Context: an optimization exercise on an open-source flow, tuned for small area, a short achievable clock period and few clock cycles. The choices shown serve that exercise and are no tape-out recipe. The RTL was checked by simulation tests, not by an equivalence proof against the original design. Power is estimated from default activity; no workload was simulated.

==> flow/design.v <==
module arsb_top (
  input  logic        clk_i,
  input  logic        rst_ni,
  input  logic        in_valid_i,
  output logic        in_ready_o,
  input  logic [1:0]  in_cmd_i,
  input  logic [31:0] in_address_i,
  input  logic [7:0]  in_data_byte_i,
  input  logic [2:0]  in_entry_index_i,
  input  logic [31:0] in_entry_start_i,
  input  logic [31:0] in_entry_length_i,
  input  logic        in_entry_relative_i,
  output logic        out_valid_o,
  input  logic        out_ready_i,
  output logic [1:0]  out_kind_o,
  output logic [2:0]  out_range_slot_o,
  output logic [31:0] out_segment_address_o,
  output logic [7:0]  out_data_o,
  output logic        out_last_o,
  input  logic        cfg_we_i,
  input  logic        cfg_index_i,
  input  logic [5:0]  cfg_data_i
);
  localparam int QD = 3;                       
  localparam int QW = (QD > 1) ? $clog2(QD) : 1;
  logic        rv, lph;
  logic [1:0]  rcmd;
  logic [31:0] ra;                             
  logic [32:0] rb;                             
  logic [2:0]  ridx;
  logic        rrel;
  logic [31:0] ts [8];
  logic [32:0] te [8];
  logic [7:0]  trel, wr;
  logic [7:0]  cmask;                          
  logic [5:0]  elim;                           
  logic        bad;
  logic        open, chk;
  logic [2:0]  act;
  logic [32:0] nxt;
  logic [5:0]  fill;
  logic [7:0]  mem [32];
  logic [5:0]  wp, rp;
  logic [1:0]  qk [QD];
  logic [2:0]  qs [QD];
  logic [31:0] qa [QD];
  logic [5:0]  ql [QD];
  logic [QW-1:0] qh, qt;
  logic [QW:0] qn;
  logic        ov, olast;
  logic [1:0]  okind;
  logic [2:0]  oslot;
  logic [31:0] oaddr;
  logic [7:0]  odata;
  logic [5:0]  orem;
  logic [7:0] gt, le, cand, first, cin;
  logic       hit;
  logic [2:0] sel;
  logic [32:0] lsum [8];
  always_comb begin
    for (int i = 0; i < 8; i++) begin
      gt[i] = te[i] > {1'b0, ra};
      lsum[i] = {1'b0, ra} + {1'b0, ~ts[i]} + 33'(cin[i]);
      le[i] = lsum[i][32];
    end
    cand = gt & cmask;
    first = cand & (~cand + 8'd1);
    hit = |(first & le);
    sel = '0;
    for (int i = 0; i < 8; i++) if (first[i]) sel = 3'(i);
  end
  logic is_data, is_end, is_load, ddo;
  logic lim_q;
  logic rend, lim, dchk, cend, open1, fnz1, match;
  logic qfull, ffull, r_commit, chk_ok, r_ok, enq_seg, enq_load, app;
  logic [2:0] ip, inx;
  logic pbad, nbad, lbad, lb;
  logic [31:0] segaddr;
  logic [32:0] nadj;
  logic        fix;
  logic [32:0] esum;
  assign is_data = (rcmd == 2'd0);
  assign is_end  = (rcmd == 2'd1);
  assign is_load = (rcmd == 2'd2);
  assign ddo     = is_data & ~bad;
  assign rend  = (nxt == te[act]);
  assign lim   = lim_q;
  assign dchk  = chk & (lim | rend);
  assign cend  = chk & rend;
  assign open1 = open & ~cend;
  assign fnz1  = ~dchk & (fill != 6'd0);
  assign match = open1 & (nxt == {1'b0, ra});
  assign qfull = (qn == (QW+1)'(QD));
  assign ffull = ((wp - rp) == 6'd32);
  assign r_commit = (ddo & ~match & open1 & fnz1) | (is_end & fnz1);
  assign chk_ok   = ~(dchk & qfull);
  assign r_ok     = rv & ~fix & ~qfull & ~(is_data & ffull) & ~(is_load & (~lph | chk));
  assign in_ready_o = ~rv | r_ok;
  assign enq_seg  = (dchk & chk_ok) | (r_ok & r_commit);
  assign enq_load = r_ok & is_load;
  assign app      = r_ok & ddo & (match | hit);
  assign ip  = ridx - 3'd1;
  assign inx = ridx + 3'd1;
  always_comb begin
    cin = 8'hff;
    if (rv && is_load) begin
      if (!lph) cin[ip] = 1'b0;
      else cin[inx] = 1'b0;
    end
  end
  assign pbad = (ridx != 3'd0) & wr[ip] & (gt[ip] | ~le[ip]);
  assign nbad = (ridx != 3'd7) & wr[inx] & (lph ? (rb[32] | le[inx]) : le[inx]);
  assign lbad = lb | nbad;
  assign esum = {1'b0, ra} + {1'b0, rb[31:0]};
  assign nadj = nxt + (fix ? {1'b0, ts[act]} : ~{1'b0, ts[act]}) + {32'd0, ~fix};
  assign segaddr = nxt[31:0] - {26'd0, fill} - (trel[act] ? ts[act] : 32'd0);
  logic adv, more, qe, pop, rd, enq;
  assign qe   = (qn == '0);
  assign adv  = ~ov | out_ready_i;
  assign more = ov & (okind == 2'd0) & (orem != 6'd0);
  assign pop  = adv & ~more & ~qe;
  assign rd   = adv & (more | (pop & (qk[qh] == 2'd0)));
  assign enq  = enq_seg | enq_load;
  assign out_valid_o = ov;
  assign out_kind_o = okind;
  assign out_range_slot_o = oslot;
  assign out_segment_address_o = oaddr;
  assign out_data_o = odata;
  assign out_last_o = olast;
  always_ff @(posedge clk_i or negedge rst_ni) begin
    if (!rst_ni) begin
      rv <= 1'b0;
      lph <= 1'b0;
      cmask <= 8'h01;
      elim <= 6'd32;
      bad <= 1'b0;
      open <= 1'b0;
      chk <= 1'b0;
      fix <= 1'b0;
      fill <= '0;
      wr <= '0;
      wp <= '0;
      rp <= '0;
      qh <= '0;
      qt <= '0;
      qn <= '0;
      ov <= 1'b0;
    end else begin
      if (cfg_we_i) begin
        if (!cfg_index_i) begin
          for (int i = 0; i < 8; i++) cmask[i] <= (4'(i) < cfg_data_i[3:0]);
        end else begin
          if (cfg_data_i == 6'd0) elim <= 6'd1;
          else if (cfg_data_i > 6'd32) elim <= 6'd32;
          else elim <= cfg_data_i;
        end
      end
      if (in_valid_i && in_ready_o) rv <= 1'b1;
      else if (r_ok) rv <= 1'b0;
      fix <= r_ok && is_load && open && ridx == act;
      if (r_ok) lph <= 1'b0;
      else if (rv && is_load) lph <= 1'b1;
      if (chk_ok) begin
        chk <= 1'b0;
        if (dchk) fill <= '0;
        if (cend) open <= 1'b0;
      end
      if (r_ok) begin
        if (ddo) begin
          if (match) begin
            fill <= (dchk ? 6'd0 : fill) + 6'd1;
            chk <= 1'b1;
          end else if (hit) begin
            open <= 1'b1;
            fill <= 6'd1;
            chk <= 1'b1;
          end else begin
            open <= 1'b0;
            fill <= '0;
          end
        end else if (is_end) begin
          open <= 1'b0;
          fill <= '0;
        end else if (is_load) begin
          if (lbad) bad <= 1'b1;
          else wr[ridx] <= 1'b1;
        end
      end
      if (app) wp <= wp + 6'd1;
      if (rd) rp <= rp + 6'd1;
      if (enq) qt <= (qt == QW'(QD - 1)) ? '0 : qt + 1'b1;
      if (pop) qh <= (qh == QW'(QD - 1)) ? '0 : qh + 1'b1;
      qn <= qn + (QW+1)'(enq) - (QW+1)'(pop);
      if (adv) ov <= more | ~qe;
    end
  end
  always_ff @(posedge clk_i) begin
    if (in_valid_i && in_ready_o) begin
      rcmd <= in_cmd_i;
      ra <= (in_cmd_i == 2'd2) ? in_entry_start_i : in_address_i;
      rb <= {1'b0, in_entry_length_i[31:8],
             (in_cmd_i == 2'd2) ? in_entry_length_i[7:0] : in_data_byte_i};
      ridx <= in_entry_index_i;
      rrel <= in_entry_relative_i;
    end else if (rv && is_load && !lph) begin
      ra <= esum[31:0];
      rb <= {esum[32], ra};
      lb <= pbad | nbad;
    end
    if (app) begin
      lim_q <= (match && !dchk) ? ({1'b0, fill} + 7'd1 >= {1'b0, elim}) : (elim == 6'd1);
      mem[wp[4:0]] <= rb[7:0];
      nxt <= {1'b0, ra} + 33'd1;
      if (!match) act <= sel;
    end
    if (r_ok && is_load && !lbad) begin
      ts[ridx] <= rb[31:0];
      te[ridx] <= {rb[32], ra};
      trel[ridx] <= rrel;
    end
    if ((r_ok && is_load && open && ridx == act) || fix) nxt <= nadj;
    if (enq) begin
      qk[qt] <= enq_load ? (lbad ? 2'd2 : 2'd1) : 2'd0;
      qs[qt] <= enq_load ? ridx : act;
      qa[qt] <= enq_load ? 32'd0 : segaddr;
      ql[qt] <= fill;
    end
    if (adv) begin
      if (more) begin
        odata <= mem[rp[4:0]];
        orem <= orem - 6'd1;
        olast <= (orem == 6'd1);
      end else if (!qe) begin
        okind <= qk[qh];
        oslot <= qs[qh];
        oaddr <= qa[qh];
        if (qk[qh] == 2'd0) begin
          odata <= mem[rp[4:0]];
          orem <= ql[qh] - 6'd1;
          olast <= (ql[qh] == 6'd1);
        end else begin
          odata <= '0;
          orem <= '0;
          olast <= 1'b0;
        end
      end
    end
  end
endmodule
make LEC_CHECK=0 ABC_AREA=1 CAP_MARGIN=20 CORE_MARGIN=2 CORE_UTILIZATION=55 SETUP_SLACK_MARGIN=5 SLEW_MARGIN=20 finish   # period 10.0 ns
run.sh (not shown) runs the stock make flow with config.mk's settings and CLKGATE_MAP_FILE= SYNTH_SCRIPT=/design/flow/synth_recipe.tcl, a recipe that flattens the netlist after the stock synthesis.
Testbench counts at the start, summed over its fixed seeds: cycles 12,289.
Edit:
--- a/flow/design.v
+++ b/flow/design.v
@@ -72,7 +72,7 @@
   logic is_data, is_end, is_load, ddo;
   logic lim_q;
   logic rend, lim, dchk, cend, open1, fnz1, match;
-  logic qfull, ffull, r_commit, chk_ok, r_ok, enq_seg, enq_load, app;
+  logic lres, qfull, ffull, r_commit, chk_ok, r_ok, enq_seg, enq_load, app;
   logic [2:0] ip, inx;
   logic pbad, nbad, lbad, lb;
   logic [31:0] segaddr;
@@ -91,13 +91,14 @@
   assign fnz1  = ~dchk & (fill != 6'd0);
   assign match = open1 & (nxt == {1'b0, ra});
   assign qfull = (qn == (QW+1)'(QD));
-  assign ffull = ((wp - rp) == 6'd32);
+  assign ffull = ((wp ^ rp) == 6'b100000);
   assign r_commit = (ddo & ~match & open1 & fnz1) | (is_end & fnz1);
   assign chk_ok   = ~(dchk & qfull);
   assign r_ok     = rv & ~fix & ~qfull & ~(is_data & ffull) & ~(is_load & (~lph | chk));
   assign in_ready_o = ~rv | r_ok;
   assign enq_seg  = (dchk & chk_ok) | (r_ok & r_commit);
   assign enq_load = r_ok & is_load;
+  assign lres     = rv & is_load & lph;
   assign app      = r_ok & ddo & (match | hit);
   assign ip  = ridx - 3'd1;
   assign inx = ridx + 3'd1;
@@ -207,9 +208,9 @@
       rb <= {esum[32], ra};
       lb <= pbad | nbad;
     end
+    if (rv && is_data && !ffull) mem[wp[4:0]] <= rb[7:0];
     if (app) begin
       lim_q <= (match && !dchk) ? ({1'b0, fill} + 7'd1 >= {1'b0, elim}) : (elim == 6'd1);
-      mem[wp[4:0]] <= rb[7:0];
       nxt <= {1'b0, ra} + 33'd1;
       if (!match) act <= sel;
     end
@@ -219,10 +220,10 @@
       trel[ridx] <= rrel;
     end
     if ((r_ok && is_load && open && ridx == act) || fix) nxt <= nadj;
-    if (enq) begin
-      qk[qt] <= enq_load ? (lbad ? 2'd2 : 2'd1) : 2'd0;
-      qs[qt] <= enq_load ? ridx : act;
-      qa[qt] <= enq_load ? 32'd0 : segaddr;
+    if (!qfull) begin
+      qk[qt] <= lres ? (lbad ? 2'd2 : 2'd1) : 2'd0;
+      qs[qt] <= lres ? ridx : act;
+      qa[qt] <= lres ? 32'd0 : segaddr;
       ql[qt] <= fill;
     end
     if (adv) begin
After rerunning:
- area after synthesis shrinks by about 0.5%
- sequential share of layout area came out higher by 0.59 points
- cell area came out lower by about 1.3%
- clock power climbs by about 3%
- via count drops by 0.33%
Testbench counts after the change, summed over its fixed seeds: cycles 12,289.

==> port drivers added, routing unchanged <==
Ports are ideal in the flow. The routed layouts listed here were re-timed in OpenROAD.
Step 1: set_driving_cell puts a clkbuf_16 on clk_i and a buf_2 on each other input, an assumption about the parent block.
Step 2 adds t to the input delays and takes it off the output delays; t is the mean of the earliest and latest rising clock arrival at the registers after step 1. Input paths then give back, and output paths get back, about the clock's delay inside the block.
a / b / c = no drivers / after step 1 / after step 2; a / b = the first two.
run | shift t [ns] | setup slack, ns | clock arrival spread, ns
the first run | 0.838 | 5.073 / 4.990 / 5.143 | 0.046 / 0.046
the second run | 0.837 | 5.084 / 5.084 / 5.084 | 0.046 / 0.046
After both steps every run listed still meets setup and hold.
